This design comes from an exercise in tuning for small area on the open sky130 flow, not from production work. Function was checked by simulation only, so behaviour that the tests miss may differ from the original. No activity file was given, so power comes from the tool's default toggle rates.

==> v31: inputs <==
==> flow/design.v <==
package cpu_pkg;
    typedef logic [4:0]  reg_idx_t;
    typedef logic [31:0] word_t;
    localparam reg_idx_t REG_ZERO  = 5'd0;
    localparam word_t    BUBBLE_PC = 32'h0000_0001;
endpackage
module regfile_rdport31
(
    input  logic [30:0]     sel,
    input  logic [991:0]    words,
    output cpu_pkg::word_t  q
);
    always_comb begin
        q = '0;
        for (int i = 0; i < 31; i++) begin
            q = q | ({32{sel[i]}} & words[32*i +: 32]);
        end
    end
endmodule
module regfile_rdport32
(
    input  logic [31:0]     sel,
    input  logic [1023:0]   words,
    output cpu_pkg::word_t  q
);
    always_comb begin
        q = '0;
        for (int i = 0; i < 32; i++) begin
            q = q | ({32{sel[i]}} & words[32*i +: 32]);
        end
    end
endmodule
module regfile_core
(
    input  logic     clk,
    input  logic     resetn,
    input  logic     we,
    input  cpu_pkg::reg_idx_t wa,
    input  cpu_pkg::word_t    wd,
    input  cpu_pkg::reg_idx_t ra_a,
    input  cpu_pkg::reg_idx_t ra_b,
    input  cpu_pkg::reg_idx_t ra_c,
    input  logic     wt_a,
    input  logic     wt_b,
    output cpu_pkg::word_t    rd_a,
    output cpu_pkg::word_t    rd_b,
    output cpu_pkg::word_t    rd_c
);
    logic [31:1][31:0] regs;
    logic [31:1]       valid;
    logic [31:1]       wsel;
    logic [31:1]       sel_a, sel_b, sel_c;
    always_comb begin
        for (int i = 1; i < 32; i++) begin
            wsel[i]  = we && (wa == 5'(i));
            sel_a[i] = !wt_a && valid[i] && (ra_a == 5'(i));
            sel_b[i] = !wt_b && valid[i] && (ra_b == 5'(i));
            sel_c[i] = valid[i] && (ra_c == 5'(i));
        end
    end
    always_ff @(posedge clk) begin
        for (int i = 1; i < 32; i++) begin
            if (wsel[i]) regs[i] <= wd;
        end
    end
    always_ff @(posedge clk or negedge resetn) begin
        if (!resetn) begin
            valid <= '0;
        end else begin
            valid <= valid | wsel;
        end
    end
    regfile_rdport32 u_rd_a (.sel({sel_a, wt_a}), .words({regs, wd}), .q(rd_a));
    regfile_rdport32 u_rd_b (.sel({sel_b, wt_b}), .words({regs, wd}), .q(rd_b));
    regfile_rdport31 u_rd_c (.sel(sel_c),         .words(regs),       .q(rd_c));
endmodule
module wb_regfile
#(
    parameter int    RETIRE_W  = 16,
    parameter cpu_pkg::word_t BUBBLE_PC = cpu_pkg::BUBBLE_PC
) (
    input  logic                clk,
    input  logic                resetn,
    input  logic                w_wreg,
    input  logic                w_m2reg,
    input  cpu_pkg::word_t               w_data,
    input  cpu_pkg::word_t               w_memout,
    input  cpu_pkg::reg_idx_t            w_rn,
    input  cpu_pkg::word_t               dbg_w_pc,
    input  cpu_pkg::word_t               dbg_w_inst,
    input  cpu_pkg::reg_idx_t            d_rs,
    input  cpu_pkg::reg_idx_t            d_rt,
    output cpu_pkg::word_t               d_qa,
    output cpu_pkg::word_t               d_qb,
    input  cpu_pkg::reg_idx_t            dbg_rn,
    output cpu_pkg::word_t               dbg_q,
    output cpu_pkg::word_t               wb_value,
    output logic [RETIRE_W-1:0] retire_cnt,
    output cpu_pkg::word_t               last_pc,
    output cpu_pkg::word_t               last_inst
);
    cpu_pkg::word_t core_qa;
    cpu_pkg::word_t core_qb;
    logic  commit;
    logic  slot_valid;
    assign wb_value   = w_m2reg ? w_memout : w_data;
    assign commit     = w_wreg && (w_rn != cpu_pkg::REG_ZERO);
    assign slot_valid = (dbg_w_pc != BUBBLE_PC);
    regfile_core u_core (
        .clk    (clk),
        .resetn (resetn),
        .we     (commit),
        .wa     (w_rn),
        .wd     (wb_value),
        .ra_a   (d_rs),
        .ra_b   (d_rt),
        .ra_c   (dbg_rn),
        .wt_a   (commit && (w_rn == d_rs)),
        .wt_b   (commit && (w_rn == d_rt)),
        .rd_a   (core_qa),
        .rd_b   (core_qb),
        .rd_c   (dbg_q)
    );
    assign d_qa = core_qa;
    assign d_qb = core_qb;
    always_ff @(posedge clk or negedge resetn) begin
        if (!resetn) begin
            retire_cnt <= '0;
            last_pc    <= BUBBLE_PC;
            last_inst  <= '0;
        end else if (slot_valid) begin
            retire_cnt <= retire_cnt + 1'b1;
            last_pc    <= dbg_w_pc;
            last_inst  <= dbg_w_inst;
        end
    end
endmodule
==> flow/flow/run.sh <==
#!/bin/bash
# Own layout flow: the standard ORFS flow (standard.sh: floorplan, power grid and tap cells,
# placement, clock tree, routing), with these changes:
#  - synthesis is flow/synth.tcl: the standard synthesis, but with the register file's read-port
#    modules (pure combinational one-hot AND-OR) replaced by the gate-level rdport_cells.v;
#  - port buffers use sky130_fd_sc_hd__buf_1 (every input and output port still gets one);
#  - the clock tree uses clkbuf_4 with small sink clusters and no dummy loads.
# ORFS writes each tool's full log under orfs/logs/; make's own output goes to flow_make.log here.
set -euo pipefail
export RDPORT_CELLS="$PWD/flow/rdport_cells.v"
export BUFFER_PORTS_ARGS="-buffer_cell sky130_fd_sc_hd__buf_1"
export CTS_ARGS="-sink_clustering_enable -repair_clock_nets -dont_use_dummy_load -buf_list {sky130_fd_sc_hd__clkbuf_4} -sink_clustering_size 9 -sink_clustering_max_diameter 60"
bash standard.sh SYNTH_SCRIPT="$PWD/flow/synth.tcl" finish > flow_make.log 2>&1
==> flow/flow/rdport_cells.v <==
// Gate-level sky130hd versions of regfile_rdport31 and regfile_rdport32 (rtl/regfile_core.sv), the
// one-hot AND-OR read ports, which flow/synth.tcl puts in place of Yosys's mapping of them.
// Per output bit: the AND terms sel[i] & words[32*i+b] are taken three at a time by a222oi
// (active-low group outputs), the groups are NANDed four (or three) at a time, and an or3 gives
// the bit. 31 terms: ten threes and one nand2; 32 terms: ten threes and one a22oi.
module regfile_rdport31 (sel, words, q);
  input [30:0] sel;
  input [991:0] words;
  output [31:0] q;
  genvar b, k;
  for (b = 0; b < 32; b = b + 1) begin : bs
    wire [10:0] g;
    wire [2:0] h;
    for (k = 0; k < 10; k = k + 1) begin : gs
      sky130_fd_sc_hd__a222oi_1 u_g (.A1(sel[3*k]), .A2(words[32*(3*k)+b]),
        .B1(sel[3*k+1]), .B2(words[32*(3*k+1)+b]), .C1(sel[3*k+2]), .C2(words[32*(3*k+2)+b]), .Y(g[k]));
    end
    sky130_fd_sc_hd__nand2_1 u_g10 (.A(sel[30]), .B(words[32*30+b]), .Y(g[10]));
    sky130_fd_sc_hd__nand4_1 u_h0 (.A(g[0]), .B(g[1]), .C(g[2]), .D(g[3]), .Y(h[0]));
    sky130_fd_sc_hd__nand4_1 u_h1 (.A(g[4]), .B(g[5]), .C(g[6]), .D(g[7]), .Y(h[1]));
    sky130_fd_sc_hd__nand3_1 u_h2 (.A(g[8]), .B(g[9]), .C(g[10]), .Y(h[2]));
    sky130_fd_sc_hd__or3_1 u_o (.A(h[0]), .B(h[1]), .C(h[2]), .X(q[b]));
  end
endmodule

module regfile_rdport32 (sel, words, q);
  input [31:0] sel;
  input [1023:0] words;
  output [31:0] q;
  genvar b, k;
  for (b = 0; b < 32; b = b + 1) begin : bs
    wire [10:0] g;
    wire [2:0] h;
    for (k = 0; k < 10; k = k + 1) begin : gs
      sky130_fd_sc_hd__a222oi_1 u_g (.A1(sel[3*k]), .A2(words[32*(3*k)+b]),
        .B1(sel[3*k+1]), .B2(words[32*(3*k+1)+b]), .C1(sel[3*k+2]), .C2(words[32*(3*k+2)+b]), .Y(g[k]));
    end
    sky130_fd_sc_hd__a22oi_1 u_g10 (.A1(sel[30]), .A2(words[32*30+b]), .B1(sel[31]), .B2(words[32*31+b]), .Y(g[10]));
    sky130_fd_sc_hd__nand4_1 u_h0 (.A(g[0]), .B(g[1]), .C(g[2]), .D(g[3]), .Y(h[0]));
    sky130_fd_sc_hd__nand4_1 u_h1 (.A(g[4]), .B(g[5]), .C(g[6]), .D(g[7]), .Y(h[1]));
    sky130_fd_sc_hd__nand3_1 u_h2 (.A(g[8]), .B(g[9]), .C(g[10]), .Y(h[2]));
    sky130_fd_sc_hd__or3_1 u_o (.A(h[0]), .B(h[1]), .C(h[2]), .X(q[b]));
  end
endmodule
==> flow/flow/synth.tcl <==
# The standard synthesis (synth_recipe.tcl: ORFS's synth.tcl with synth -nofsm -noshare, then
# flatten and rename), with one change: after ORFS's synthesis, with the hierarchy still kept
# (SYNTH_HIERARCHICAL 1), the read-port modules regfile_rdport31/32 are replaced by the gate-level
# netlists in rdport_cells.v (same function; they hold no registers). Registers are untouched.
proc synth {args} { yosys synth -nofsm -noshare {*}$args }
source $::env(SCRIPTS_DIR)/synth.tcl
delete regfile_rdport31 regfile_rdport32
read_verilog $::env(RDPORT_CELLS)
hierarchy -top $::env(DESIGN_NAME)
tee -o $::env(REPORTS_DIR)/synth_stat_rdport.txt stat {*}$lib_args
check -assert -mapped
# left out here: clear keep_hierarchy, flatten, clean up, hide names made inside functions, write 1_2_yosys.v
==> flow/standard.sh <==
#!/bin/bash
# synth_recipe.tcl (not shown) runs the flow's synth.tcl, then flattens the netlist and writes it again
# the make line also repeats each setting of config.mk as NAME=value (left out here)
make -C /OpenROAD-flow-scripts/flow DESIGN_CONFIG=/design/flow/config.mk WORK_HOME=/design/flow/orfs CLKGATE_MAP_FILE= SYNTH_SCRIPT=/design/flow/synth_recipe.tcl "${@:-finish}"
==> flow/config.mk <==
export PLATFORM = sky130hd
export DESIGN_NAME = wb_regfile
export DESIGN_NICKNAME = wb_regfile
export VERILOG_FILES = /design/flow/design.v
export SDC_FILE = /design/flow/constraint.sdc
export NUM_CORES = 4
export LEC_CHECK = 0
export CAP_MARGIN = 20
export CORE_MARGIN = 2
export CORE_UTILIZATION = 40
export PLACE_DENSITY = 0.5
export SLEW_MARGIN = 20
export SYNTH_HIERARCHICAL = 1
==> flow/constraint.sdc <==
create_clock -name core_clock -period 8.0 [get_ports {clk}]
set_input_delay 1.6000 -clock core_clock [delete_from_list [all_inputs] [get_ports {clk}]]
set_output_delay 1.6000 -clock core_clock [all_outputs]
set_load 0.01 [all_outputs]
==> inputs of v36, as changes to v31 <==
--- a/flow/design.v
+++ b/flow/design.v
@@ -5,30 +5,4 @@
     localparam word_t    BUBBLE_PC = 32'h0000_0001;
 endpackage
-module regfile_rdport31
-(
-    input  logic [30:0]     sel,
-    input  logic [991:0]    words,
-    output cpu_pkg::word_t  q
-);
-    always_comb begin
-        q = '0;
-        for (int i = 0; i < 31; i++) begin
-            q = q | ({32{sel[i]}} & words[32*i +: 32]);
-        end
-    end
-endmodule
-module regfile_rdport32
-(
-    input  logic [31:0]     sel,
-    input  logic [1023:0]   words,
-    output cpu_pkg::word_t  q
-);
-    always_comb begin
-        q = '0;
-        for (int i = 0; i < 32; i++) begin
-            q = q | ({32{sel[i]}} & words[32*i +: 32]);
-        end
-    end
-endmodule
 module regfile_core
 (
@@ -41,37 +15,21 @@
     input  cpu_pkg::reg_idx_t ra_b,
     input  cpu_pkg::reg_idx_t ra_c,
-    input  logic     wt_a,
-    input  logic     wt_b,
     output cpu_pkg::word_t    rd_a,
     output cpu_pkg::word_t    rd_b,
     output cpu_pkg::word_t    rd_c
 );
-    logic [31:1][31:0] regs;
-    logic [31:1]       valid;
-    logic [31:1]       wsel;
-    logic [31:1]       sel_a, sel_b, sel_c;
-    always_comb begin
-        for (int i = 1; i < 32; i++) begin
-            wsel[i]  = we && (wa == 5'(i));
-            sel_a[i] = !wt_a && valid[i] && (ra_a == 5'(i));
-            sel_b[i] = !wt_b && valid[i] && (ra_b == 5'(i));
-            sel_c[i] = valid[i] && (ra_c == 5'(i));
+    cpu_pkg::word_t regs [32];
+    always_ff @(posedge clk or negedge resetn) begin
+        if (!resetn) begin
+            for (int i = 0; i < 32; i++) begin
+                regs[i] <= '0;
+            end
+        end else if (we && (wa != cpu_pkg::REG_ZERO)) begin
+            regs[wa] <= wd;
         end
     end
-    always_ff @(posedge clk) begin
-        for (int i = 1; i < 32; i++) begin
-            if (wsel[i]) regs[i] <= wd;
-        end
-    end
-    always_ff @(posedge clk or negedge resetn) begin
-        if (!resetn) begin
-            valid <= '0;
-        end else begin
-            valid <= valid | wsel;
-        end
-    end
-    regfile_rdport32 u_rd_a (.sel({sel_a, wt_a}), .words({regs, wd}), .q(rd_a));
-    regfile_rdport32 u_rd_b (.sel({sel_b, wt_b}), .words({regs, wd}), .q(rd_b));
-    regfile_rdport31 u_rd_c (.sel(sel_c),         .words(regs),       .q(rd_c));
+    assign rd_a = (ra_a == cpu_pkg::REG_ZERO) ? '0 : regs[ra_a];
+    assign rd_b = (ra_b == cpu_pkg::REG_ZERO) ? '0 : regs[ra_b];
+    assign rd_c = (ra_c == cpu_pkg::REG_ZERO) ? '0 : regs[ra_c];
 endmodule
 module wb_regfile
@@ -116,12 +74,10 @@
         .ra_b   (d_rt),
         .ra_c   (dbg_rn),
-        .wt_a   (commit && (w_rn == d_rs)),
-        .wt_b   (commit && (w_rn == d_rt)),
         .rd_a   (core_qa),
         .rd_b   (core_qb),
         .rd_c   (dbg_q)
     );
-    assign d_qa = core_qa;
-    assign d_qb = core_qb;
+    assign d_qa = (commit && (w_rn == d_rs)) ? wb_value : core_qa;
+    assign d_qb = (commit && (w_rn == d_rt)) ? wb_value : core_qb;
     always_ff @(posedge clk or negedge resetn) begin
         if (!resetn) begin
==> flow/run.sh (new file) <==
#!/bin/bash
# synth_recipe.tcl (not shown) runs the flow's synth.tcl, then flattens the netlist and writes it again
# the make line also repeats each setting of config.mk as NAME=value (left out here)
make -C /OpenROAD-flow-scripts/flow DESIGN_CONFIG=/design/flow/config.mk WORK_HOME=/design/flow/orfs CLKGATE_MAP_FILE= SYNTH_SCRIPT=/design/flow/synth_recipe.tcl finish
- CORE_UTILIZATION: 40 -> 25
- PLACE_DENSITY: 0.5 -> 0.45
- SYNTH_HIERARCHICAL: 1 -> not set
removed: flow/flow/run.sh
removed: flow/flow/rdport_cells.v
removed: flow/flow/synth.tcl
removed: flow/standard.sh
==> comparison table <==
| metric | v31 | v36 |
|---|---|---|
| Run status | no timing/DRC/antenna violations | no timing/DRC/antenna violations |
| Clk slew on worst S/H paths | 0.09 ns | 0.05 ns |
| Total length of routed met3 wires | 39130 microns | 68650 microns |
| Antenna violations before repair | 10 | 91 |
| Flop+latch power | 6.54 mW | 8.67 mW |
| Die outline area | 123100 sq um | 240700 sq um |
| WHS | 0.4742 ns | 0.4745 ns |
| Power dissipated in the clock network | 2.79 mW | 6.45 mW |
| Syn_nets | 3115 | 6964 |
| Cell type taking the most area | sequential cells | multi-input combinational cells |
| Worst reg-to-reg setup slack | 6.28 ns | 6.41 ns |
| Number of rows in the core area | 127 | 178 |
| Initial DRC Count | 14734 | 13891 |
| Total area of multi-input combinational cells | 15790 sq um | 30690 sq um |
| WHS Endpoint | retire_cnt[15] | last_pc[3] |
| Die Wd | 350.9 microns | 490.6 microns |
| CLK BUF | 146 | 186 |

-- separate check: timing with driven ports --
The results above use ideal ports. As a check the final layouts listed here were re-extracted and re-timed, cells and wires unchanged. Step 1 sets driving cells, clkbuf_16 on the clock port and buf_2 on the other inputs (assumed; they add their load-dependent delay and slew). Step 2 times the ports against the registers' clock, not the clock port: input delays grow and output delays shrink by t, the midpoint of the rising clock arrivals with the driver on. a / b / c = ideal / step 1 / step 2; a / b = the first two.
| run | shift t [ns] | setup WS [ns] | worst register clock-pin slew, ns | worst slew at a driven data input, ns |
|---|---|---|---|---|
| v31 | 1.224 | 0.448 / 0.422 / 0.422 | 0.12 / 0.12 | 0.06 |
| v36 | 0.929 | 0.451 / 0.413 / 0.413 | 0.07 / 0.07 | 0.20 |
After both steps every run listed still meets setup and hold. The setup slack of v36, which loses most, moves by -0.038 ns with the drivers and by -0.038 ns with both steps.
